Context: an optimization exercise on an open-source flow, tuned for small area. The choices shown serve that exercise and are no tape-out recipe. Where RTL was checked, it was by simulation tests only, not by an equivalence proof against the original. The RTL of run 5 was laid out without a check of its function. Power figures rest on the tool's default switching activity, not on a simulated workload.

$ cat design/flow/design.v
module pipeline_id_hazard #(
  parameter int XLEN   = 32,
  parameter int BYPASS = 1,
  parameter int HAZARD = 1
) (
  input  logic            clk,
  input  logic            reset,
  input  logic            if_valid,
  input  logic [31:0]     if_instr,
  input  logic [XLEN-1:0] if_pcplus4,
  input  logic            ex_flush,
  input  logic            wb_en,
  input  logic [4:0]      wb_reg,
  input  logic [XLEN-1:0] wb_data,
  output logic            id_stall,
  output logic            ex_valid,
  output logic            ex_regwrite,
  output logic            ex_memtoreg,
  output logic            ex_memwrite,
  output logic            ex_branch,
  output logic            ex_nez,
  output logic            ex_alusrc,
  output logic            ex_jump,
  output logic            ex_link,
  output logic            ex_jumptoreg,
  output logic            ex_shiftl16,
  output logic            ex_illegal,
  output logic [1:0]      ex_aluop,
  output logic [5:0]      ex_funct,
  output logic [4:0]      ex_rs,
  output logic [4:0]      ex_rt,
  output logic [4:0]      ex_dst,
  output logic [XLEN-1:0] ex_rega,
  output logic [XLEN-1:0] ex_regb,
  output logic [XLEN-1:0] ex_imm,
  output logic [XLEN-1:0] ex_pcplus4
);
  localparam logic [5:0] OP_RTYPE = 6'b000000;
  localparam logic [5:0] OP_LW    = 6'b100011;
  localparam logic [5:0] OP_SW    = 6'b101011;
  localparam logic [5:0] OP_BEQ   = 6'b000100;
  localparam logic [5:0] OP_BNE   = 6'b000101;
  localparam logic [5:0] OP_ADDI  = 6'b001000;
  localparam logic [5:0] OP_ORI   = 6'b001101;
  localparam logic [5:0] OP_LUI   = 6'b001111;
  localparam logic [5:0] OP_J     = 6'b000010;
  localparam logic [5:0] OP_JAL   = 6'b000011;
  localparam logic [5:0] FN_JR    = 6'b001000;
  localparam logic [3:0] C_BUB  = 4'd0;
  localparam logic [3:0] C_R    = 4'd1;
  localparam logic [3:0] C_JR   = 4'd2;
  localparam logic [3:0] C_LW   = 4'd3;
  localparam logic [3:0] C_SW   = 4'd4;
  localparam logic [3:0] C_BEQ  = 4'd5;
  localparam logic [3:0] C_BNE  = 4'd6;
  localparam logic [3:0] C_ADDI = 4'd7;
  localparam logic [3:0] C_ORI  = 4'd8;
  localparam logic [3:0] C_LUI  = 4'd9;
  localparam logic [3:0] C_J    = 4'd10;
  localparam logic [3:0] C_JAL  = 4'd11;
  localparam logic [3:0] C_ILL  = 4'd12;
  logic [5:0] opcode;
  logic [5:0] funct;
  logic [4:0] rs;
  logic [4:0] rt;
  assign opcode = if_instr[31:26];
  assign rs     = if_instr[25:21];
  assign rt     = if_instr[20:16];
  assign funct  = if_instr[5:0];
  logic [3:0]      cls_q;
  logic [4:0]      rs_q;
  logic [4:0]      rt_q;
  logic [15:0]     imm_q;
  logic [XLEN-1:0] pc_q;
  logic [31:1][XLEN-1:0] regs_q;
  logic [XLEN-1:0]       wr_data;
  assign wr_data = reset ? '0 : wb_data;
  always_ff @(posedge clk) begin
    for (int i = 1; i < 32; i++)
      if (reset || (wb_en && (wb_reg == i[4:0]))) regs_q[i] <= wr_data;
  end
  logic [31:1] sel_a;
  logic [31:1] sel_b;
  always_comb begin
    for (int i = 1; i < 32; i++) begin
      sel_a[i] = (rs_q == i[4:0]);
      sel_b[i] = (rt_q == i[4:0]);
    end
  end
  for (genvar b = 0; b < XLEN; b++) begin : g_rd
    logic [31:1] col;
    for (genvar i = 1; i < 32; i++) begin : g_col
      assign col[i] = regs_q[i][b];
    end
    id_rf_rdmux u_a (.sel(sel_a), .d(col), .y(ex_rega[b]));
    id_rf_rdmux u_b (.sel(sel_b), .d(col), .y(ex_regb[b]));
  end
  logic [3:0] cls;
  logic       rs_used;
  logic       rt_used;
  always_comb begin
    rs_used = 1'b0;
    rt_used = 1'b0;
    case (opcode)
      OP_RTYPE: begin cls = (funct == FN_JR) ? C_JR : C_R; rs_used = 1'b1; rt_used = 1'b1; end
      OP_LW:    begin cls = C_LW;   rs_used = 1'b1; end
      OP_SW:    begin cls = C_SW;   rs_used = 1'b1; rt_used = 1'b1; end
      OP_BEQ:   begin cls = C_BEQ;  rs_used = 1'b1; rt_used = 1'b1; end
      OP_BNE:   begin cls = C_BNE;  rs_used = 1'b1; rt_used = 1'b1; end
      OP_ADDI:  begin cls = C_ADDI; rs_used = 1'b1; end
      OP_ORI:   begin cls = C_ORI;  rs_used = 1'b1; end
      OP_LUI:   cls = C_LUI;
      OP_J:     cls = C_J;
      OP_JAL:   cls = C_JAL;
      default:  cls = C_ILL;
    endcase
  end
  logic load_use;
  logic kill;
  assign load_use = if_valid && (cls_q == C_LW) && (rt_q != 5'd0) &&
                    ((rs_used && (rs == rt_q)) || (rt_used && (rt == rt_q)));
  assign id_stall = load_use && !ex_flush;
  assign kill = reset || ex_flush || !if_valid || load_use;
  always_ff @(posedge clk) begin
    if (kill) begin
      cls_q <= C_BUB;
      rs_q  <= '0;
      rt_q  <= '0;
      imm_q <= '0;
      pc_q  <= '0;
    end else begin
      cls_q <= cls;
      rs_q  <= rs;
      rt_q  <= rt;
      imm_q <= if_instr[15:0];
      pc_q  <= if_pcplus4;
    end
  end
  logic signext;
  always_comb begin
    ex_valid     = 1'b1;
    ex_regwrite  = 1'b0;
    ex_memtoreg  = 1'b0;
    ex_memwrite  = 1'b0;
    ex_branch    = 1'b0;
    ex_nez       = 1'b0;
    ex_alusrc    = 1'b0;
    ex_jump      = 1'b0;
    ex_link      = 1'b0;
    ex_jumptoreg = 1'b0;
    ex_shiftl16  = 1'b0;
    ex_illegal   = 1'b0;
    ex_aluop     = 2'b00;
    ex_dst       = 5'd0;
    signext      = 1'b0;
    case (cls_q)
      C_BUB:  ex_valid = 1'b0;
      C_R:    begin ex_regwrite = 1'b1; ex_aluop = 2'b10; ex_dst = imm_q[15:11]; end
      C_JR:   begin ex_jumptoreg = 1'b1; ex_aluop = 2'b10; end
      C_LW:   begin ex_regwrite = 1'b1; ex_memtoreg = 1'b1; ex_alusrc = 1'b1; ex_dst = rt_q; signext = 1'b1; end
      C_SW:   begin ex_memwrite = 1'b1; ex_alusrc = 1'b1; signext = 1'b1; end
      C_BEQ:  begin ex_branch = 1'b1; ex_aluop = 2'b01; signext = 1'b1; end
      C_BNE:  begin ex_branch = 1'b1; ex_nez = 1'b1; ex_aluop = 2'b01; signext = 1'b1; end
      C_ADDI: begin ex_regwrite = 1'b1; ex_alusrc = 1'b1; ex_dst = rt_q; signext = 1'b1; end
      C_ORI:  begin ex_regwrite = 1'b1; ex_alusrc = 1'b1; ex_aluop = 2'b11; ex_dst = rt_q; end
      C_LUI:  begin ex_regwrite = 1'b1; ex_alusrc = 1'b1; ex_shiftl16 = 1'b1; ex_aluop = 2'b11; ex_dst = rt_q; end
      C_J:    ex_jump = 1'b1;
      C_JAL:  begin ex_jump = 1'b1; ex_link = 1'b1; ex_regwrite = 1'b1; ex_dst = 5'd31; end
      default: ex_illegal = 1'b1;
    endcase
  end
  assign ex_funct   = imm_q[5:0];
  assign ex_rs      = rs_q;
  assign ex_rt      = rt_q;
  assign ex_imm     = {{(XLEN-16){signext & imm_q[15]}}, imm_q};
  assign ex_pcplus4 = pc_q;
endmodule
module id_rf_rdmux (
  input  logic [31:1] sel,
  input  logic [31:1] d,
  output logic        y
);
  logic [10:1] t;
  for (genvar k = 0; k < 10; k++) begin : g_t
    id_aoi222 u_t (.a1(sel[3*k+1]), .b1(d[3*k+1]), .a2(sel[3*k+2]), .b2(d[3*k+2]),
                   .a3(sel[3*k+3]), .b3(d[3*k+3]), .y(t[k+1]));
  end
  assign y = ~(&t) | (sel[31] & d[31]);
endmodule
module id_aoi222 (
  input  logic a1, b1, a2, b2, a3, b3,
  output logic y
);
  assign y = ~((a1 & b1) | (a2 & b2) | (a3 & b3));
endmodule
$ cat design/flow/flow/run.sh
#!/bin/bash
# Standard ORFS layout with smaller port buffers, a lighter clock tree and
# synthesis' gates reset to their smallest drive before placement.
set -uo pipefail
HERE=$(pwd)
bash standard.sh \
  "BUFFER_PORTS_ARGS=-buffer_cell sky130_fd_sc_hd__buf_1" \
  "CTS_ARGS=-sink_clustering_enable -repair_clock_nets -buf_list sky130_fd_sc_hd__clkbuf_16 -sink_clustering_size 30 -sink_clustering_max_diameter 80 -dont_use_dummy_load" \
  REMOVE_ABC_BUFFERS=1 \
  "POST_FLOORPLAN_TCL=$HERE/flow/downsize.tcl" \
  finish > flow_make.log 2>&1
$ cat design/flow/flow/downsize.tcl
# Set every combinational cell from synthesis to its smallest drive strength
# of the same function; repair_design re-buffers and resizes where the
# slew and capacitance limits call for it.
set db [ord::get_db]
set block [ord::get_db_block]
set n 0
foreach inst [$block getInsts] {
  set master [$inst getMaster]
  set m [$master getName]
  if {![regexp {^(sky130_fd_sc_hd__[a-z0-9]+)_(\d+)$} $m -> base sz]} { continue }
  if {[regexp {__(df|edf|sdf|dl|buf|clk|inv|tap|conb|fill|decap|diode)} $base]} { continue }
  set best $master
  foreach s {0 1 2} {
    set cand [$db findMaster ${base}_$s]
    if {$cand eq "NULL"} { continue }
    if {[$cand getWidth] < [[set best] getWidth]} { set best $cand }
  }
  if {$best ne $master} {
    replace_cell [$inst getName] [$best getName]
    incr n
  }
}
puts "downsize: resized $n instances"
$ cat design/flow/standard.sh
#!/bin/bash
# synth_recipe.tcl (not shown) runs the flow's synth.tcl, then flattens the netlist and writes it again
# the make line also repeats each setting of config.mk as NAME=value (left out here)
make -C /OpenROAD-flow-scripts/flow DESIGN_CONFIG=/design/flow/config.mk WORK_HOME=/design/flow/orfs CLKGATE_MAP_FILE= SYNTH_SCRIPT=/design/flow/synth_recipe.tcl "${@:-finish}"
$ cat design/flow/config.mk
export PLATFORM = sky130hd
export DESIGN_NAME = pipeline_id_hazard
export DESIGN_NICKNAME = pipeline_id_hazard
export VERILOG_FILES = /design/flow/design.v
export SDC_FILE = /design/flow/constraint.sdc
export NUM_CORES = 4
export LEC_CHECK = 0
export CAP_MARGIN = 12
export CORE_MARGIN = 2
export CORE_UTILIZATION = 50
export GPL_TIMING_DRIVEN = 0
export PLACE_DENSITY = 0.65
export SLEW_MARGIN = 12
export SYNTH_HIERARCHICAL = 1
$ cat design/flow/constraint.sdc
create_clock -name core_clock -period 7.0 [get_ports {clk}]
set_input_delay 1.4000 -clock core_clock [delete_from_list [all_inputs] [get_ports {clk}]]
set_output_delay 1.4000 -clock core_clock [all_outputs]
set_load 0.01 [all_outputs]
==> results of run 1 <==
cell type report:
type	instances	share of cell area [%]
flip-flops and latches	1054	63.0
multi-input cells	1234	22.2
repair buffers	487	9.63
well taps	1070	2.72
clock buffers	46	2.34
inverters	11	0.0864
diodes	2	0.0102
cell usage after synthesis, types with 2 or more instances:
cell type  number  area [um2]
edfxtp_1      992       29800
a222oi_1      640        6410
nand4_1       129         807
nand2_1       100         375
nor2_1         72         270
a2111o_1       64         721
dfxtp_1        62        1240
nor3b_1        50         375
nor2b_1        34         213
nor3_1         24         120
buf_4          22         165
o21ai_0        21         105
clkbuf_1       19        71.3
nand3_1        15        75.1
buf_6          14         158
inv_1          10        37.5
nand2b_1       10        62.6
nor3b_2        10         125
a22o_1          7        61.3
o31ai_1         6        45.0
xnor2_1         6        52.6
xor2_1          6        52.6
a21o_1          5        37.5
a21oi_1         5        25.0
o41ai_1         3        26.3
or3_1           3        18.8
a31oi_1         2        12.5
buf_2           2        10.0
clkbuf_8        2        27.5
nand3b_1        2        15.0
flip-flops by register name (all words and copies together), names as in the netlist:
signal / flops
rt_q: 5
rs_q: 5
cls_q: 4
regs_q: 992
imm_q: 16
pc_q: 32
Yosys stat by module (local to each module, per instance):
module | cell area [um2] | cells inside | times used | flip-flops and latches
id_rf_rdmux | 27.5 | 4 | 64 | 0
id_aoi222 | 10.0 | 1 | 640 | 0
pipeline_id_hazard | 33600 | 1463 | 1 | 1054
worst max-delay path, cell delays in order, from the launching register on:
cell	delay, ns
dfxtp_1	0.91
nand2_1	0.45
nor3_2	0.76
buf_6	0.27
buf_4	0.26
buf_4	0.27
a222oi_1	0.14
nand4_1	0.11
a2111o_1	0.30
buf_1	0.27
metrics by stage:
step                      instance area, um2   TNS, ns  setup slack (ns)
after CTS                              49200         0              1.48
after detailed placement               48100         0              2.16
after global placement                 43500  -1437.03             -3.91
after floorplan                        41300         0              1.52
final                                  49200         0              1.20
after global routing                   49200         0              1.29
power breakdown:
part	switching [uW]	internal [uW]
registers	270	7460
logic	584	238
clock network	1860	1180
total	2710	8880
per-layer routing:
metal	share of wire [%]	wire (um)
met1	31	52500
met3	20	33700
met4	7.9	13400
met2	41	69300
met5	0.055	93
cells by family (layout without fill, tap and decap cells):
family	count (synthesis)	count (layout)	share of synthesized area, %
and+or+nand+nor	458	458	6.09
AOI/OAI and AO/OA	764	764	18.2
DFF	1054	1054	74.4
buffers and inverters	71	544	1.14
other	0	2	0
xor gates and xnor gates	12	12	0.252
path summary, 6_finish.rpt:
check                 start  depth (start not counted)    endpoint  slack [ns]
max                 rs_q[0]                          9  ex_rega[6]        1.20
min          if_pcplus4[20]                          2    pc_q[20]        0.98
min reg2reg         rt_q[3]                          4    pc_q[29]        1.29
max reg2reg         rt_q[3]                          6    pc_q[25]        3.88
==> reports/metrics.cfg, run 1 <==
[run_status]
status=no timing/DRC/antenna violations

[final_layout]
drive_above_1_share_pct=13.9
final_common_cell=edfxtp_1
multi_input_area_um2=10900
area_growth_pct=18.0
seq_area_um2=31000
fin_cells=3904
final_cell_mix=edfxtp_1 (992), a222oi_1 (640), buf_1 (268)
nets=2940
final_util_pct=59.8
fill_cells=5955

[floorplanning]
initial_core_util_pct=50.7
io_pins=270
fp.dieArea_um2=85800
design.core.area_um2=82400
fp.dieH_um=293
die_w_um=293
placementRows=105

[sta]
slew_headroom_pct=23.6
fmax_ghz=0.172
setup_violations=0
maxSlewViolCount=0
worstMarginPinSlew_ns=1.13
worst_hold_slack_ns=0.983
rsz0062_at_grt=no
fin_skew_ns=0.0220
finalCritPeriodShare_pct=82.8
final_hold_viol_count=0
finalCriticalPeriod_ns=5.80

[grt]
grt_pass1_wl_mm=230
grt_pass1_vias=31900
grtUsageMet3_pct=16.7
antenna_found_initial=11
top_usage_layer=met2
track_usage_pct=38.2
met1_usage_pct=48.0
grt_max_degree=33
met2_usage_pct=53.9
grt_overflow=0

[setup_path]
cp_data_arrival_time_ns=4.40
required_ns=5.60
cp-start-kind=flop
criticalPathCategory=flop to primary output
path_max_fanout=17
crit_path_end_kind=primary output

[logic_synthesis]
synth.avg_cell_area_um2=17.7
synth_flop_cell=edfxtp_1
ys_seq_area_share_pct=74.4
synth_seq_cells=1054
yosysUniqueCellTypes=52
synth_cells=2359
synth_edf_count=992
postSynth.asyncResetShare_pct=0
yosys_warnings=7
syn_area_um2=41700

[min_path]
hold_path_class=input port to flop

[clock_tree]
cts-root-buf=clkbuf_16
numClockSinks=1054
clkLatencyLatePin_ns=0.64
post_cts_buffers=0
cts_buffers=46
cts_tree=done
clk_path_buf_depth=3
cts_resized=0
ctsHoldBuffers=0
path_clk_slew_ns=0.10
ctsHtreeMaxLevel=2

[placed_design]
dp_hpwl_mm=113
port_buffers=269
gp_congestion=0.918
place_inst=3856

[pwr]
vdd_drop_max_uv=213
power_uw=11600
power.leakage_uw=0.0161
power-per-cell-area_nw_per_um2=235

[detailed_routing]
post-route-drc-count=0
dr.pass1.iters=13
drt-wirelength-per-cell_um=43.3
vias=32900
drtIter0Drc=9745
viasPerCell=8.43
ant_nets=0
wl_mm=169

[run]
cap_violations=0

==> run 2: changes to the inputs <==
--- a/design/flow/config.mk
+++ b/design/flow/config.mk
@@ -8,7 +8,6 @@
 export CAP_MARGIN = 12
 export CORE_MARGIN = 2
 export CORE_UTILIZATION = 50
-export GPL_TIMING_DRIVEN = 0
 export PLACE_DENSITY = 0.65
 export SLEW_MARGIN = 12
 export SYNTH_HIERARCHICAL = 1
==> run 2 against run 1 <==
  * Clock skew is 0.050 ns higher
  * Via count is 3.9% lower
  * Fmax is 3.5% higher
  * Critical path type unchanged
  * Core utilization is 3.5 points lower
  * Still clean on timing, DRC and antenna
  * Largest cell class unchanged
  * Setup slack better by 0.19 ns
  * Wire length is 4.0% lower
  * Synthesized cell count stayed put
  * Hold slack worse by 0.032 ns
==> reports/metrics.cfg, run 2 <==
[run_status]
status=no timing/DRC/antenna violations

[clock_tree]
clk_path_buf_depth=3  ; unchanged
ctsHoldBuffers=0  ; unchanged
cts_resized=0  ; unchanged
cts_buffers=48  ; +4.3%
path_clk_slew_ns=0.11  ; about the same
numClockSinks=1054  ; unchanged
cts-root-buf=clkbuf_16
clkLatencyLatePin_ns=0.66  ; +0.02 ns
post_cts_buffers=0  ; unchanged
cts_tree=done
ctsHtreeMaxLevel=2  ; unchanged

[pwr]
power-per-cell-area_nw_per_um2=249  ; +5.8%
power.leakage_uw=0.0149  ; -7.3%
vdd_drop_max_uv=284  ; +33%

[min_path]
hold_path_class=input port to flop
hold_start=if_instr[12]
hold_path_depth=2  ; unchanged

[setup_path]
criticalPathCategory=flop to primary output
worstPathCellList=nand2_1 -> nor2_4 -> buf_4 -> a222oi_1 -> nand4_1 -> a2111o_1 -> buf_1
crit_buf_inv=2  ; -2
cp_slowest_cell=nor2_4
path_delay_family=simple AND/OR/NAND/NOR gates
crit_path_end_kind=primary output
cp.depth=7  ; -2
cp-start-kind=flop
required_ns=5.60  ; about the same
r2r-start=rt_q[3]
cp_data_arrival_time_ns=4.20  ; -0.20 ns
startpoint=rs_q[0]
max_stage_delay_ns=1.01  ; +0.10 ns
path_max_fanout=21  ; +4
worstRegToRegCells=6  ; unchanged

[grt]
track_usage_pct=36.8  ; -1.4 points
grt_pass1_vias=30800  ; -3.6%
grt_max_degree=63  ; +91%
grt_overflow=0  ; unchanged
antenna_found_initial=11  ; unchanged
grt_pass1_wl_mm=223  ; -3.3%

[placed_design]
place_ws_ns=2.25  ; +0.0888 ns
gp_congestion=0.890  ; -3.0%
port_buffers=269  ; unchanged
dp_hpwl_mm=90.1  ; -20%

[sta]
worst_hold_slack_ns=0.951  ; -0.0321 ns
fmax_ghz=0.178  ; +3.5%
worstMarginPinSlew_ns=1.27  ; +0.139 ns
fin_skew_ns=0.0724  ; +0.0503 ns
final_hold_viol_count=0  ; unchanged
finalCritPeriodShare_pct=80.1  ; -2.8 points
finalCriticalPeriod_ns=5.60  ; -0.194 ns
rsz0062_at_grt=no
setup_violations=0  ; unchanged
tns_ns=0  ; unchanged
maxSlewViolCount=0  ; unchanged
fin_ws_ns=1.40  ; +0.194 ns
slew_headroom_pct=15.0  ; -8.6 points

[floorplanning]
die_w_um=293  ; unchanged
fp.dieH_um=293  ; unchanged
placementRows=105  ; unchanged
initial_core_util_pct=50.7  ; unchanged
design.core.area_um2=82400  ; unchanged
fp.dieArea_um2=85800  ; unchanged
io_pins=270  ; unchanged

[final_layout]
nets=2824  ; -3.9%
top_regs=regs_q x992, pc_q x32, imm_q x16
seq_area_um2=31000  ; unchanged
fill_cells=6438  ; +8.1%
area_growth_pct=11.1
final_cell_mix=edfxtp_1 (992), a222oi_1 (640), buf_1 (268)
drive_above_1_share_pct=10.3  ; -3.7 points
largest_reg_flops=992  ; unchanged
final_common_cell=edfxtp_1
top_register=regs_q
multi_input_area_um2=11000  ; +0.21%

[logic_synthesis]
yosys-top-cells-count=edfxtp_1 (992), a222oi_1 (640), nand4_1 (129)
synthAdderAreaFrac_pct=0  ; unchanged
synth_top_area_share_pct=71.4  ; unchanged
synth_xor_xnor_area_share_pct=0.252  ; unchanged
ys_seq_area_share_pct=74.4  ; unchanged
yosysTopAreaCell=edfxtp_1
synth.avg_cell_area_um2=17.7  ; unchanged
synth_mux_area_share_pct=0  ; unchanged
yosysUniqueCellTypes=52  ; unchanged
synth_edf_count=992  ; unchanged
synth_flop_cell=edfxtp_1
syn_area_um2=41700  ; unchanged
synth_compound_area_share_pct=18.2  ; unchanged
synth_most_common_cell=edfxtp_1
synth.top_cells.by_area=edfxtp_1 (71%), a222oi_1 (15%), dfxtp_1 (3.0%)
synth_top_family_by_area=compound AO/OA/AOI/OAI gates
synth_cells=2359  ; unchanged
synth_seq_cells=1054  ; unchanged
postSynth.asyncResetShare_pct=0  ; unchanged
yosys_warnings=7  ; unchanged
synth-simple-area-share_pct=6.09  ; unchanged

[detailed_routing]
wl_mm=162  ; -4.0%
drtIter0Drc=9481  ; -2.7%
drt-wirelength-per-cell_um=42.8  ; -1.2%
dr.pass1.iters=14  ; +1
vias=31600  ; -3.9%
viasPerCell=8.34  ; -1.1%
post-route-drc-count=0  ; unchanged
ant_nets=0  ; unchanged

[run]
cap_violations=0  ; unchanged

run 2: final cells by class:
cell class,instances,share of cell area [%]
diodes,6,0.0324
clock buffers,48,2.59
inverters,11,0.0890
multi-input cells,1234,23.6
flip-flops and latches,1054,66.9
well taps,1070,2.89
repair buffers,369,3.85
run 2: metal layers:
| layer | up-vias | share of wire [%] | track usage [%] |
|---|---|---|---|
| met5 | - | 0.049 | 0 |
| met4 | 12 | 7.1 | 21.8 |
| met3 | 714 | 19 | 12.5 |
| met2 | 3640 | 42 | 54.4 |
| met1 | 15300 | 32 | 47.3 |
| li1 | 12000 | - | - |
run 2: report_power, final:
group / total, uW / internal, uW / leakage [uW] / switching (uW)
combinational: 709 / 159 / 0.00419 / 550
clock: 3110 / 1230 / 0.000592 / 1880
sequential: 7740 / 7470 / 0.0101 / 270
run 2: final timing paths:
| path | endpoint | slack, ns |
|---|---|---|
| setup / recovery | ex_rega[22] | 1.40 |
| hold / removal | imm_q[12] | 0.95 |
| setup reg to reg | imm_q[5] | 3.98 |
| hold reg to reg | imm_q[12] | 1.39 |
run 2: per-module statistics from Yosys, one instance, submodules excluded:
module / cell area [um2] / flops+latches
pipeline_id_hazard: 33600 / 1054
id_rf_rdmux: 27.5 / 0
id_aoi222: 10.0 / 0
run 2: cells by family after synthesis:
kind of cell | count (synthesis)
and+or+nand+nor | 458
AOI/OAI and AO/OA | 764
xor gates and xnor gates | 12
DFF | 1054
buffers and inverters | 71
run 2: per-stage QoR:
stage | std cells | area [um2] | total power, uW | util (%)
floorplan | 2299 | 41300 | 8100 | -
global placement | 3736 | 45100 | 8480 | 54.7
detailed placement | 3736 | 45100 | 8540 | 54.7
CTS | 3784 | 46300 | 11500 | 56.2
global route | 3791 | 46400 | 11800 | 56.3
finish | 3792 | 46400 | 11600 | 56.3
==> run 3: changes to the inputs <==
==> design/flow/flow/run.sh (replaced) <==
#!/bin/bash
# Standard ORFS layout with smaller port buffers, a lighter clock tree,
# synthesis' gates reset to their smallest drive before placement, and
# oversized drivers and buffers trimmed after placement repair.
set -uo pipefail
HERE=$(pwd)
bash standard.sh \
  "BUFFER_PORTS_ARGS=-buffer_cell sky130_fd_sc_hd__buf_1" \
  "CTS_ARGS=-sink_clustering_enable -repair_clock_nets -buf_list sky130_fd_sc_hd__clkbuf_16 -sink_clustering_size 30 -sink_clustering_max_diameter 80 -dont_use_dummy_load" \
  REMOVE_ABC_BUFFERS=1 \
  "POST_FLOORPLAN_TCL=$HERE/flow/downsize.tcl" \
  "POST_RESIZE_TCL=$HERE/flow/downsize2.tcl" \
  finish > flow_make.log 2>&1
==> design/flow/flow/downsize2.tcl (new file) <==
# After repair_design: a gate whose output now feeds only a few pins, or a
# buffer, may not need the drive it was sized up to; set it back to a small
# drive of its function, then let repair_design check the limits again.
set db [ord::get_db]
set block [ord::get_db_block]
set n 0
foreach inst [$block getInsts] {
  set m [[$inst getMaster] getName]
  if {![regexp {^(sky130_fd_sc_hd__[a-z0-9]+)_(\d+)$} $m -> base sz]} { continue }
  if {[regexp {__(df|edf|sdf|dl|clk|inv|tap|conb|fill|decap|diode)} $base]} { continue }
  set isbuf [regexp {__buf$} $base]
  set outnet ""
  set nout 0
  foreach it [$inst getITerms] {
    if {[$it isOutputSignal]} { set outnet [$it getNet]; incr nout }
  }
  if {$nout != 1 || $outnet eq "NULL" || $outnet eq ""} { continue }
  set nloads 0
  foreach it [$outnet getITerms] { if {[$it isInputSignal]} { incr nloads } }
  incr nloads [llength [$outnet getBTerms]]
  if {!$isbuf && $nloads > 3} { continue }
  set best [$inst getMaster]
  foreach s [expr {$isbuf ? {2 4} : {0 1 2}}] {
    set cand [$db findMaster ${base}_$s]
    if {$cand eq "NULL"} { continue }
    if {[$cand getWidth] < [$best getWidth]} { set best $cand }
  }
  if {[$best getName] ne $m} {
    replace_cell [$inst getName] [$best getName]
    incr n
  }
}
puts "downsize2: resized $n instances"
estimate_parasitics -placement
repair_design -slew_margin $::env(SLEW_MARGIN) -cap_margin $::env(CAP_MARGIN)
==> run 3 against run 2 <==
  * Still clean on timing, DRC and antenna
  * Setup slack got worse by 0.089 ns
  * Hold slack improved by 0.030 ns
  * Global-route usage fell by 0.26 points
  * Cell count about the same
  * Core utilization fell by 0.82 points
  * Clock-buffer cell count fell by 1
  * Via count shrank 0.19%
  * Critical path depth unchanged
  * Sequential power about the same
  * Sequential share of layout area is 0.99 points higher
  * Sequential cell count stayed put
  * Register-to-register slack got worse by 0.10 ns
  * Critical endpoint is now ex_rega[12]
  * Largest power group unchanged
  * Highest routed layer unchanged
==> reports/metrics.cfg, run 3 <==
[grt]
antenna_found_initial=12  ; +1
grt_pass1_vias=30600  ; -0.74%
grtUsageMet3_pct=12.6  ; +0.068 points
grt_overflow=0  ; unchanged
met1_usage_pct=47.2  ; -0.069 points
grt_max_degree=63  ; unchanged
met2_usage_pct=53.9  ; -0.54 points
top_usage_layer=met2
grt_pass1_wl_mm=221  ; -0.85%
track_usage_pct=36.5  ; -0.26 points

[floorplanning]
die_w_um=293  ; unchanged
fp.dieArea_um2=85800  ; unchanged
io_pins=270  ; unchanged
initial_core_util_pct=50.7  ; unchanged
fp.dieH_um=293  ; unchanged
design.core.area_um2=82400  ; unchanged
placementRows=105  ; unchanged

[pwr]
vdd_drop_max_uv=291  ; +2.5%
power_uw=11500  ; -0.59%
power.leakage_uw=0.0148  ; -0.52%
combinationalPowerShare_pct=5.9  ; -0.2 points
p_clk_share_pct=26.7  ; -0.2 points
seqPwrFrac_pct=67.4  ; +0.4 points
power-per-cell-area_nw_per_um2=251  ; +0.87%
switchingPower_uw=2660  ; -1.3%
p_sw_share_pct=23.2  ; -0.17 points
p_int_uw=8820  ; -0.37%

[detailed_routing]
ant_nets=0  ; unchanged
post-route-drc-count=0  ; unchanged
drtIter0Drc=9579  ; +1.0%
wl_mm=161  ; -0.78%
vias=31600  ; -0.19%
dr.pass1.iters=12  ; -2
viasPerCell=8.32  ; -0.25%
drt-wirelength-per-cell_um=42.4  ; -0.83%

[clock_tree]
ctsHtreeMaxLevel=2  ; unchanged
cts_buffers=47  ; -2.1%
path_clk_slew_ns=0.12  ; about the same
cts_tree=done
ctsHoldBuffers=0  ; unchanged
numClockSinks=1054  ; unchanged
cts_resized=0  ; unchanged
clkLatencyLatePin_ns=0.64  ; -0.02 ns
post_cts_buffers=0  ; unchanged
cts-root-buf=clkbuf_16
clk_path_buf_depth=3  ; unchanged

[sta]
fin_skew_ns=0.0488  ; -0.0236 ns
maxSlewViolCount=0  ; unchanged
worst_hold_slack_ns=0.981  ; +0.0304 ns
slew_headroom_pct=6.80  ; -8.2 points
setup_violations=0  ; unchanged
final_hold_viol_count=0  ; unchanged
rsz0062_at_grt=no
finalCritPeriodShare_pct=81.3  ; +1.3 points
fin_ws_ns=1.31  ; -0.0888 ns
tns_ns=0  ; unchanged
finalCriticalPeriod_ns=5.69  ; +0.0888 ns
worstMarginPinSlew_ns=1.40  ; +0.126 ns
fmax_ghz=0.176  ; -1.6%

[final_layout]
largest_reg_flops=992  ; unchanged
final_cell_mix=edfxtp_1 (992), a222oi_1 (640), buf_1 (268)
final_common_cell=edfxtp_1
nets=2823  ; -0.035%
drive_above_1_share_pct=8.18  ; -2.1 points
final_util_pct=55.5  ; -0.82 points
top_regs=regs_q x992, pc_q x32, imm_q x16
area_growth_pct=9.51
top_register=regs_q

[logic_synthesis]
synth_seq_cells=1054  ; unchanged
synth_top_area_share_pct=71.4  ; unchanged
postSynth.asyncResetShare_pct=0  ; unchanged
synth_most_common_cell=edfxtp_1
synth_flop_cell=edfxtp_1
syn_area_um2=41700  ; unchanged
ys_seq_area_share_pct=74.4  ; unchanged
synth_edf_count=992  ; unchanged
synth.top_cells.by_area=edfxtp_1 (71%), a222oi_1 (15%), dfxtp_1 (3.0%)
synth_cells=2359  ; unchanged
synth.avg_cell_area_um2=17.7  ; unchanged
yosysTopAreaCell=edfxtp_1
yosysUniqueCellTypes=52  ; unchanged
yosys-top-cells-count=edfxtp_1 (992), a222oi_1 (640), nand4_1 (129)
yosys_warnings=7  ; unchanged

[setup_path]
cp_data_arrival_time_ns=4.29  ; +0.09 ns
cp-start-kind=flop
criticalPathCategory=flop to primary output
path_max_fanout=21  ; unchanged
required_ns=5.60  ; about the same
crit_path_end_kind=primary output

[placed_design]
gp_congestion=0.890  ; unchanged
dp_hpwl_mm=89.4  ; -0.78%
port_buffers=269  ; unchanged
place_ws_ns=2.11  ; -0.139 ns

[run_status]
status=no timing/DRC/antenna violations

[min_path]
hold_path_class=input port to flop

[run]
cap_violations=0  ; unchanged

run 3: cell count changes in the layout (fill, tap and decap cells not counted), sizes merged:
cell	change
diode	+3
clkbuf	-1
run 3: cell type report:
type / instances / area [um2]
repair buffers: 369 / 1570
well taps: 1070 / 1340
flip-flops and latches: 1054 / 31000
diodes: 9 / 22.5
inverters: 11 / 41.3
multi-input cells: 1234 / 10500
clock buffers: 47 / 1180
fillers: 6512 / 36700
run 3: logic make-up after synthesis:
| kind of cell | Yosys count | synth area share [%] |
|---|---|---|
| flip-flops | 1054 | 74.4 |
| AO/OA/AOI/OAI | 764 | 18.2 |
| AND/OR/NAND/NOR | 458 | 6.09 |
| buffers and inverters | 71 | 1.14 |
| XOR/XNOR | 12 | 0.252 |
run 3: final timing paths:
check               start           to  slack [ns]  cells after the start
max               rs_q[2]  ex_rega[12]        1.31                      7
max reg2reg       rt_q[2]     imm_q[5]        3.88                      6
min          if_instr[12]    imm_q[12]        0.98                      2
min reg2reg       rt_q[3]      rt_q[1]        1.59                      5
run 3: per-module statistics from Yosys (local to each module, per instance):
module              copies in the design  area, um2
id_aoi222                            640       10.0
pipeline_id_hazard                     1      33600
id_rf_rdmux                           64       27.5
run 3: worst max-delay path: stages (launching register included):
cell,delay (ns)
dfxtp_1,0.36
nand2b_1,0.40
nor3_2,1.09
buf_2,0.83
a222oi_1,0.17
nand4_1,0.20
a2111o_1,0.21
buf_1,0.38
run 3: power groups by stage:
stage          clock network [uW]  logic (uW)  registers [uW]
6_report                     3060         681            7740
3_3_place_gp                    0         661            7820
4_1_cts                      3060         650            7730
2_1_floorplan                   0         303            7800
3_5_place_dp                    0         649            7870
5_1_grt                      3250         695            7790
run 3: per-stage QoR:
step / cell area [um2] / cells
2_1_floorplan: 41300 / 2299
3_3_place_gp: 45100 / 3736
3_5_place_dp: 44400 / 3736
4_1_cts: 45600 / 3783
5_1_grt: 45700 / 3790
6_report: 45700 / 3794
run 3: layer usage:
metal | routed length, um | share of wire, %
met5 | 39 | 0.024
met4 | 11100 | 6.9
met3 | 29200 | 18
met2 | 68600 | 43
met1 | 52000 | 32
==> run 4: changes to the inputs <==
--- a/design/flow/flow/run.sh
+++ b/design/flow/flow/run.sh
@@ -6,7 +6,7 @@
 HERE=$(pwd)
 bash standard.sh \
   "BUFFER_PORTS_ARGS=-buffer_cell sky130_fd_sc_hd__buf_1" \
-  "CTS_ARGS=-sink_clustering_enable -repair_clock_nets -buf_list sky130_fd_sc_hd__clkbuf_16 -sink_clustering_size 30 -sink_clustering_max_diameter 80 -dont_use_dummy_load" \
+  "CTS_ARGS=-sink_clustering_enable -repair_clock_nets -buf_list {sky130_fd_sc_hd__clkbuf_8 sky130_fd_sc_hd__clkbuf_16} -sink_clustering_size 20 -sink_clustering_max_diameter 80 -dont_use_dummy_load" \
   REMOVE_ABC_BUFFERS=1 \
   "POST_FLOORPLAN_TCL=$HERE/flow/downsize.tcl" \
   "POST_RESIZE_TCL=$HERE/flow/downsize2.tcl" \
==> run 4 against run 3 <==
  * Still clean on timing, DRC and antenna
  * Synthesized area unchanged
  * Clock-buffer cell count up 13
  * Setup slack worse by 0.051 ns
  * Die area unchanged
  * Global-route usage up 0.14 points
  * Combinational power about the same
  * Largest power group unchanged
  * Highest routed layer unchanged
==> reports/metrics.cfg, run 4 <==
[run_status]
status=no timing/DRC/antenna violations

[clock_tree]
cts-root-buf=clkbuf_16
clkLatencyLatePin_ns=0.66  ; +0.02 ns
numClockSinks=1054  ; unchanged
ctsHoldBuffers=0  ; unchanged
ctsHtreeMaxLevel=2  ; unchanged
clk_path_buf_depth=3  ; unchanged
cts_resized=0  ; unchanged
post_cts_buffers=0  ; unchanged
path_clk_slew_ns=0.09  ; -0.03 ns
cts_tree=done
cts_buffers=60  ; +28%

[sta]
worst_hold_slack_ns=0.961  ; -0.0205 ns
tns_ns=0  ; unchanged
final_hold_viol_count=0  ; unchanged
setup_violations=0  ; unchanged
maxSlewViolCount=0  ; unchanged
rsz0062_at_grt=no
slew_headroom_pct=7.07  ; +0.27 points
finalCriticalPeriod_ns=5.74  ; +0.0507 ns
worstMarginPinSlew_ns=1.39  ; -0.00399 ns
fin_skew_ns=0.0235  ; -0.0253 ns
finalCritPeriodShare_pct=82.1  ; +0.72 points
fmax_ghz=0.174  ; -0.88%

[pwr]
seqPwrFrac_pct=65.1  ; -2.3 points
vdd_drop_max_uv=259  ; -11%
power_uw=11900  ; +3.6%
combinationalPowerShare_pct=5.7  ; -0.2 points
p_sw_share_pct=23.2  ; +0.054 points
power.leakage_uw=0.0150  ; +1.0%
power-per-cell-area_nw_per_um2=259  ; +2.9%
switchingPower_uw=2760  ; +3.8%
p_int_uw=9130  ; +3.5%
p_clk_share_pct=29.2  ; +2.5 points

[detailed_routing]
dr.pass1.iters=14  ; +2
post-route-drc-count=0  ; unchanged
wl_mm=162  ; +0.58%
ant_nets=0  ; unchanged
drt-wirelength-per-cell_um=42.6  ; +0.37%
drtIter0Drc=9386  ; -2.0%
viasPerCell=8.32  ; about the same
vias=31600  ; +0.17%

[floorplanning]
die_w_um=293  ; unchanged
io_pins=270  ; unchanged
fp.dieArea_um2=85800  ; unchanged
fp.dieH_um=293  ; unchanged
placementRows=105  ; unchanged
design.core.area_um2=82400  ; unchanged
initial_core_util_pct=50.7  ; unchanged

[setup_path]
cp_data_arrival_time_ns=4.34  ; +0.05 ns
cp-start-kind=flop
crit_path_end_kind=primary output
path_max_fanout=21  ; unchanged
criticalPathCategory=flop to primary output
required_ns=5.60  ; about the same

[final_layout]
area_growth_pct=10.2
top_regs=regs_q x992, pc_q x32, imm_q x16
drive_above_1_share_pct=8.58  ; +0.40 points
final_cell_mix=edfxtp_1 (992), a222oi_1 (640), buf_1 (268)
fin_cells=3802  ; +0.21%
top_register=regs_q
final_cell_area_um2=46000  ; +0.62%
final_common_cell=edfxtp_1
largest_reg_flops=992  ; unchanged
nets=2835  ; +0.43%

[logic_synthesis]
synth.top_cells.by_area=edfxtp_1 (71%), a222oi_1 (15%), dfxtp_1 (3.0%)
ys_seq_area_share_pct=74.4  ; unchanged
synth_most_common_cell=edfxtp_1
synth_top_area_share_pct=71.4  ; unchanged
yosysTopAreaCell=edfxtp_1
synth_flop_cell=edfxtp_1
yosys-top-cells-count=edfxtp_1 (992), a222oi_1 (640), nand4_1 (129)
postSynth.asyncResetShare_pct=0  ; unchanged
yosys_warnings=7  ; unchanged
synth_cells=2359  ; unchanged
synth.avg_cell_area_um2=17.7  ; unchanged
syn_area_um2=41700  ; unchanged
synth_edf_count=992  ; unchanged
synth_seq_cells=1054  ; unchanged
yosysUniqueCellTypes=52  ; unchanged

[grt]
grt_max_degree=63  ; unchanged
grt_pass1_wl_mm=222  ; +0.40%
track_usage_pct=36.7  ; +0.14 points
grt_pass1_vias=30700  ; +0.48%
grt_overflow=0  ; unchanged
antenna_found_initial=12  ; unchanged

[run]
cap_violations=0  ; unchanged

[placed_design]
port_buffers=269  ; unchanged
place_inst=3736  ; unchanged
dp_hpwl_mm=89.4  ; unchanged
gp_congestion=0.890  ; unchanged
placed_area_um2=44400  ; unchanged

[min_path]
hold_path_class=input port to flop

## run 4: cell counts after synthesis
No cell type changed its count.
## run 4: area by class of cell
class,instances,area (um2)
Tap cell,1070,1340
Fill cell,6472,36400
Clock buffer,60,1500
Sequential cell,1054,31000
Inverter,11,41.3
Timing Repair Buffer,368,1540
Antenna cell,5,12.5
Multi-Input combinational cell,1234,10500
## run 4: kinds of logic (layout without fill, tap and decap cells)
kind of cell    after synthesis  count (layout)  synth area share (%)
simple gates                458             458                  6.09
buf+inv                      71             439                  1.14
compound gates              764             764                  18.2
xor+xnor                     12              12                 0.252
flops                      1054            1054                  74.4
other cells                   0               5                     0
## run 4: metrics by stage
stage                     setup WS (ns)  util (%)
after floorplan                    1.52         -
after global placement             2.36      54.7
after detailed placement           2.11      53.9
after CTS                          1.40      55.7
after global routing               1.32      55.8
final                              1.26      55.8
## run 4: power groups by stage
| stage | registers, uW | logic, uW | clock network (uW) |
|---|---|---|---|
| 4_1_cts | 7730 | 650 | 3450 |
| 6_report | 7740 | 683 | 3470 |
| 2_1_floorplan | 7800 | 303 | 0 |
| 5_1_grt | 7790 | 695 | 3660 |
| 3_5_place_dp | 7870 | 649 | 0 |
| 3_3_place_gp | 7820 | 661 | 0 |
## run 4: worst paths after layout
path	slack (ns)	to	cells after the start	from
max	1.26	ex_rega[12]	7	rs_q[2]
min	0.96	pc_q[31]	2	if_pcplus4[31]
max reg2reg	3.90	imm_q[2]	6	rt_q[2]
min reg2reg	1.60	cls_q[2]	5	rt_q[3]
## run 4: per-layer routing
metal | vias to the layer above | GRT usage (%) | part of all wire (%)
li1 | 12000 | - | -
met1 | 15200 | 47.1 | 32
met2 | 3659 | 54.1 | 42
met3 | 721 | 12.8 | 19
met4 | 12 | 21.6 | 6.9
met5 | - | 0 | 0.068
## run 4: critical path, cell delays in order (launching register included)
cell	delay [ns]
dfxtp_1	0.36
nand2b_1	0.40
nor3_2	1.12
buf_2	0.84
a222oi_1	0.18
nand4_1	0.20
a2111o_1	0.19
buf_1	0.37
## run 4: Yosys stat by module (local to each module, per instance)
module,area (um2),times used
id_rf_rdmux,27.5,64
id_aoi222,10.0,640
pipeline_id_hazard,33600,1
==> run 5: changes to the inputs <==
--- a/design/flow/design.v
+++ b/design/flow/design.v
@@ -74,26 +74,62 @@
   logic [XLEN-1:0] pc_q;
   logic [31:1][XLEN-1:0] regs_q;
   logic [XLEN-1:0]       wr_data;
-  assign wr_data = reset ? '0 : wb_data;
+  logic [3:0] wpl_n;
+  logic [7:0] wph_n;
+  logic       reset_n;
+  always_comb begin
+    for (int j = 0; j < 4; j++) wpl_n[j] = ~(wb_en && (wb_reg[1:0] == j[1:0]));
+    for (int k = 0; k < 8; k++) wph_n[k] = ~(wb_reg[4:2] == k[2:0]);
+  end
+  assign reset_n = ~reset;
+  logic [XLEN-1:0] wr_data_hi;
+  for (genvar b = 0; b < XLEN; b++) begin : g_wd
+    id_andn u_wd_lo (.a(wb_data[b]), .b(reset), .y(wr_data[b]));
+    id_andn u_wd_hi (.a(wb_data[b]), .b(reset), .y(wr_data_hi[b]));
+  end
+  logic [31:1] wr_en_lo;
+  logic [31:1] wr_en_hi;
+  for (genvar i = 1; i < 32; i++) begin : g_we
+    id_o21ai u_we_lo (.a1(wpl_n[i%4]), .a2(wph_n[i/4]), .b1(reset_n), .y(wr_en_lo[i]));
+    id_o21ai u_we_hi (.a1(wpl_n[i%4]), .a2(wph_n[i/4]), .b1(reset_n), .y(wr_en_hi[i]));
+  end
   always_ff @(posedge clk) begin
-    for (int i = 1; i < 32; i++)
-      if (reset || (wb_en && (wb_reg == i[4:0]))) regs_q[i] <= wr_data;
-  end
-  logic [31:1] sel_a;
-  logic [31:1] sel_b;
-  always_comb begin
-    for (int i = 1; i < 32; i++) begin
-      sel_a[i] = (rs_q == i[4:0]);
-      sel_b[i] = (rt_q == i[4:0]);
-    end
+    for (int i = 1; i < 16; i++) begin
+      if (wr_en_lo[i]) regs_q[i][15:0]  <= wr_data[15:0];
+      if (wr_en_hi[i]) regs_q[i][31:16] <= wr_data[31:16];
+    end
+    for (int i = 16; i < 32; i++) begin
+      if (wr_en_lo[i]) regs_q[i][15:0]  <= wr_data_hi[15:0];
+      if (wr_en_hi[i]) regs_q[i][31:16] <= wr_data_hi[31:16];
+    end
+  end
+  logic [31:1] sel_a, sel_a_hi;
+  logic [31:1] sel_b, sel_b_hi;
+  logic [3:0] al_n, bl_n;
+  logic [7:0] ah_n, bh_n;
+  always_comb begin
+    for (int j = 0; j < 4; j++) begin
+      al_n[j] = ~(rs_q[1:0] == j[1:0]);
+      bl_n[j] = ~(rt_q[1:0] == j[1:0]);
+    end
+    for (int k = 0; k < 8; k++) begin
+      ah_n[k] = ~(rs_q[4:2] == k[2:0]);
+      bh_n[k] = ~(rt_q[4:2] == k[2:0]);
+    end
+  end
+  for (genvar i = 1; i < 32; i++) begin : g_sel
+    id_nor2 u_sa    (.a(al_n[i%4]), .b(ah_n[i/4]), .y(sel_a[i]));
+    id_nor2 u_sb    (.a(bl_n[i%4]), .b(bh_n[i/4]), .y(sel_b[i]));
+    id_nor2 u_sa_hi (.a(al_n[i%4]), .b(ah_n[i/4]), .y(sel_a_hi[i]));
+    id_nor2 u_sb_hi (.a(bl_n[i%4]), .b(bh_n[i/4]), .y(sel_b_hi[i]));
   end
   for (genvar b = 0; b < XLEN; b++) begin : g_rd
     logic [31:1] col;
     for (genvar i = 1; i < 32; i++) begin : g_col
       assign col[i] = regs_q[i][b];
     end
-    id_rf_rdmux u_a (.sel(sel_a), .d(col), .y(ex_rega[b]));
-    id_rf_rdmux u_b (.sel(sel_b), .d(col), .y(ex_regb[b]));
+    id_rf_rdmux u_a (.sel(b < 16 ? sel_a : sel_a_hi), .d(col), .y(ex_rega[b]));
+    id_rf_rdmux u_b (.sel(b < 16 ? sel_b : sel_b_hi), .d(col), .y(ex_regb[b]));
   end
   logic [3:0] cls;
   logic       rs_used;
@@ -193,3 +229,21 @@
 );
   assign y = ~((a1 & b1) | (a2 & b2) | (a3 & b3));
 endmodule
+module id_andn (
+  input  logic a, b,
+  output logic y
+);
+  assign y = a & ~b;
+endmodule
+module id_o21ai (
+  input  logic a1, a2, b1,
+  output logic y
+);
+  assign y = ~((a1 | a2) & b1);
+endmodule
+module id_nor2 (
+  input  logic a, b,
+  output logic y
+);
+  assign y = ~(a | b);
+endmodule
==> design/flow/flow/run.sh (replaced) <==
#!/bin/bash
# Standard ORFS layout with smaller port buffers, a lighter clock tree and
# synthesis' gates reset to their smallest drive before placement.
set -uo pipefail
HERE=$(pwd)
bash standard.sh \
  "BUFFER_PORTS_ARGS=-buffer_cell sky130_fd_sc_hd__buf_1" \
  "CTS_ARGS=-sink_clustering_enable -repair_clock_nets -buf_list sky130_fd_sc_hd__clkbuf_16 -sink_clustering_size 30 -sink_clustering_max_diameter 80 -dont_use_dummy_load" \
  REMOVE_ABC_BUFFERS=1 \
  "POST_FLOORPLAN_TCL=$HERE/flow/downsize.tcl" \
  finish > flow_make.log 2>&1
--- a/design/flow/config.mk
+++ b/design/flow/config.mk
@@ -5,9 +5,9 @@
 export SDC_FILE = /design/flow/constraint.sdc
 export NUM_CORES = 4
 export LEC_CHECK = 0
-export CAP_MARGIN = 12
+export CAP_MARGIN = 20
 export CORE_MARGIN = 2
 export CORE_UTILIZATION = 50
 export PLACE_DENSITY = 0.65
-export SLEW_MARGIN = 12
+export SLEW_MARGIN = 20
 export SYNTH_HIERARCHICAL = 1
removed: design/flow/flow/downsize2.tcl
==> run 5 against run 4 <==
  * Critical path depth did not move
  * Sequential share of layout area fell by 1.4 points
  * First-iteration DRC count fell by 3.2%
  * Synthesized cell count rose by 6.6%
  * Synthesized area rose by 1.9%
  * Core utilization rose by 0.13 points
  * Largest power group unchanged
==> reports/metrics.cfg, run 5 <==
[run_status]
status=no timing/DRC/antenna violations

[run]
cap_violations=0  ; unchanged

[pwr]
vdd_drop_max_uv=168  ; -35%
power_uw=11500  ; -3.0%
switchingPower_uw=2690  ; -2.6%
power-per-cell-area_nw_per_um2=246  ; -5.0%
p_int_uw=8850  ; -3.1%
seqPwrFrac_pct=67.0  ; +1.9 points
p_clk_share_pct=26.4  ; -2.8 points
combinationalPowerShare_pct=6.6  ; +0.9 points
power.leakage_uw=0.0154  ; +3.0%
p_sw_share_pct=23.3  ; +0.078 points

[clock_tree]
path_clk_slew_ns=0.10  ; about the same
cts-root-buf=clkbuf_16
clkLatencyLatePin_ns=0.62  ; -0.04 ns
ctsHtreeMaxLevel=2  ; unchanged
cts_tree=done
post_cts_buffers=0  ; unchanged
cts_resized=0  ; unchanged
ctsHoldBuffers=0  ; unchanged
numClockSinks=1054  ; unchanged
cts_buffers=47  ; -22%
clk_path_buf_depth=3  ; unchanged

[detailed_routing]
drtIter0Drc=9088  ; -3.2%
drt-wirelength-per-cell_um=39.4  ; -7.5%
vias=32100  ; +1.6%
dr.pass1.iters=13  ; -1
wl_mm=161  ; -0.54%
viasPerCell=7.86  ; -5.5%
post-route-drc-count=0  ; unchanged
ant_nets=0  ; unchanged

[logic_synthesis]
postSynth.asyncResetShare_pct=0  ; unchanged
yosys_warnings=7  ; unchanged
yosysTopAreaCell=edfxtp_1
synth_cells=2515  ; +6.6%
ys_seq_area_share_pct=72.9  ; -1.4 points
synth.avg_cell_area_um2=16.9  ; -4.4%
synth_most_common_cell=edfxtp_1
synth_edf_count=992  ; unchanged
synth_flop_cell=edfxtp_1
synth_top_area_share_pct=70.0  ; -1.4 points
synth_seq_cells=1054  ; unchanged
yosys-top-cells-count=edfxtp_1 (992), a222oi_1 (640), nor2_1 (198)
synth.top_cells.by_area=edfxtp_1 (70%), a222oi_1 (15%), dfxtp_1 (2.9%)
syn_area_um2=42500  ; +1.9%
yosysUniqueCellTypes=49  ; -5.8%

[grt]
grt_pass1_wl_mm=220  ; -0.74%
track_usage_pct=35.6  ; -1.0 points
grt_pass1_vias=29800  ; -3.0%
antenna_found_initial=19  ; +7
grt_overflow=0  ; unchanged
grt_max_degree=63  ; unchanged

[setup_path]
crit_path_end_kind=primary output
crit_buf_inv=2  ; unchanged
worstRegToRegCells=6  ; unchanged
cp_slowest_cell=nand2_1
r2r_end=cls_q[1]
max_stage_delay_ns=0.83  ; -0.29 ns
cp-start-kind=flop
required_ns=5.60  ; about the same
criticalPathCategory=flop to primary output
path_delay_family=simple AND/OR/NAND/NOR gates
r2r-start=rt_q[4]
rrSetupSlack_ns=4.09  ; +0.19 ns
worstPathCellList=inv_1 -> nand2_1 -> nor2_2 -> a222oi_1 -> nand4_1 -> a2111o_1 -> buf_1
cp_data_arrival_time_ns=4.16  ; -0.18 ns
path_max_fanout=16  ; -24%

[min_path]
hold_path_class=input port to flop
hold_path_depth=3  ; +1
hold_start=if_pcplus4[27]
hold_end=pc_q[27]

[placed_design]
gp_congestion=0.953  ; +7.0%
dp_hpwl_mm=103  ; +15%
port_buffers=269  ; unchanged
place_ws_ns=2.18  ; +0.0674 ns

[final_layout]
largest_reg_flops=992  ; unchanged
nets=3059  ; +7.9%
final_cell_mix=edfxtp_1 (992), a222oi_1 (640), buf_1 (268)
final_util_pct=56.0  ; +0.13 points
top_register=regs_q
top_regs=regs_q x992, pc_q x32, imm_q x16
area_growth_pct=10.4
final_common_cell=edfxtp_1
drive_above_1_share_pct=11.3  ; +2.7 points

[sta]
finalCriticalPeriod_ns=5.56  ; -0.189 ns
worst_hold_slack_ns=0.952  ; -0.00870 ns
fin_ws_ns=1.44  ; +0.189 ns
maxSlewViolCount=0  ; unchanged
rsz0062_at_grt=no
finalCritPeriodShare_pct=79.4  ; -2.7 points
fin_skew_ns=0.0263  ; +0.00278 ns
tns_ns=0  ; unchanged
fmax_ghz=0.180  ; +3.4%
final_hold_viol_count=0  ; unchanged
setup_violations=0  ; unchanged
worstMarginPinSlew_ns=1.28  ; -0.115 ns
slew_headroom_pct=14.6  ; +7.6 points

[floorplanning]
io_pins=270  ; unchanged
die_w_um=296  ; +0.95%
placementRows=106  ; +0.95%
design.core.area_um2=84000  ; +1.9%
fp.dieArea_um2=87400  ; +1.9%
fp.dieH_um=296  ; +0.95%
initial_core_util_pct=50.7  ; about the same

## run 5: cell count changes after synthesis, sizes merged, moves of 17 or more
cell,delta
nor3b,-56
nor3,-17
nand2,+37
nor2b,+32
nor2,+126
o21ai,+58
## run 5: worst max path at each step
| stage | start | endpoint | cells past startpoint |
|---|---|---|---|
| 2_1_floorplan | cls_q[1] | ex_imm[16] | 2 |
| 3_3_place_gp | rt_q[0] | ex_regb[27] | 8 |
| 3_5_place_dp | rt_q[0] | ex_regb[3] | 6 |
| 4_1_cts | rt_q[0] | ex_regb[27] | 8 |
| 5_1_grt | rt_q[0] | ex_regb[1] | 7 |
| 6_report | rt_q[1] | ex_regb[12] | 7 |
## run 5: logic make-up (layout without fill, tap and decap cells)
logic type,count (synthesis),in the layout,share of synthesized area [%]
flops,1054,1054,72.9
compound gates,806,806,18.1
simple gates,590,590,7.93
buf+inv,54,490,0.812
xor+xnor,11,11,0.227
other cells,0,4,0
## run 5: stage by stage
stage	std cells	instance area (um2)
final	4089	47000
after global routing	4085	47000
after CTS	4081	46900
after detailed placement	4034	45700
after global placement	4034	45600
after floorplan	2468	42200
## run 5: layout make-up
type / count / area [um2]
repair buffers: 436 / 2280
diodes: 4 / 10.0
inverters: 7 / 27.5
fillers: 6594 / 37000
flip-flops and latches: 1054 / 31000
clock buffers: 47 / 1180
multi-input cells: 1407 / 11000
well taps: 1134 / 1420
## run 5: worst min-delay path, delay by kind of cell
kind          cells  cell delay (ns)
buf+inv           1             0.07
simple gates      2             0.08
## run 5: metal layers
metal	part of all wire (%)	vias to the layer above	track usage [%]	routed length [um]
li1	-	12600	-	-
met1	34	16000	48.9	54500
met2	44	3129	53.2	70600
met3	18	429	11.5	28500
met4	4.4	20	13.1	7020
met5	0.17	-	1.27	271
## run 5: Yosys stat by module, one instance, submodules excluded
module	copies in the design	cell area, um2	cells inside
id_andn	64	13.8	1
pipeline_id_hazard	1	32700	1369
id_nor2	124	3.75	1
id_rf_rdmux	64	27.5	4
id_aoi222	640	10.0	1
id_o21ai	62	5.00	1
## run 5: power by group through the flow
stage / Clock [uW] / Sequential [uW] / Combinational, uW
floorplan: 0 / 7780 / 335
global placement: 0 / 7820 / 711
detailed placement: 0 / 7860 / 728
CTS: 3050 / 7720 / 729
global route: 3250 / 7780 / 778
finish: 3040 / 7730 / 764

## port drivers added, routing unchanged
No port has a modelled driver above. Below, the same layouts with a new extraction and two added sets of constraints. Step 1 (the two cells are an assumption about what drives the block):
set clk [get_ports {clk}]
set_driving_cell -lib_cell sky130_fd_sc_hd__clkbuf_16 $clk
set_driving_cell -lib_cell sky130_fd_sc_hd__buf_2 [delete_from_list [all_inputs] $clk]
Step 2, shift: input delay + t, output delay - t, t = (earliest + latest rising clock arrival at the registers) / 2. This alone moves slack from input paths to output paths. a / b / c = ideal ports / drivers / drivers and shift; a / b = the first two.
| run | t (ns) | setup WS [ns] | worst setup path at the end | clock arrival spread, ns | worst register clock-pin slew, ns |
|---|---|---|---|---|---|
| run 1 | 0.699 | 1.202 / 1.130 / 1.829 | register to output | 0.083 / 0.083 | 0.12 / 0.12 |
| run 2 | 0.701 | 1.395 / 1.325 / 2.026 | register to output | 0.076 / 0.076 | 0.12 / 0.12 |
| run 3 | 0.697 | 1.307 / 1.236 / 1.932 | register to output | 0.089 / 0.089 | 0.12 / 0.12 |
| run 4 | 0.732 | 1.256 / 1.186 / 1.918 | register to output | 0.067 / 0.067 | 0.09 / 0.09 |
| run 5 | 0.687 | 1.445 / 1.377 / 2.064 | register to output | 0.068 / 0.068 | 0.11 / 0.11 |
After both steps setup and hold are still met in every run listed.
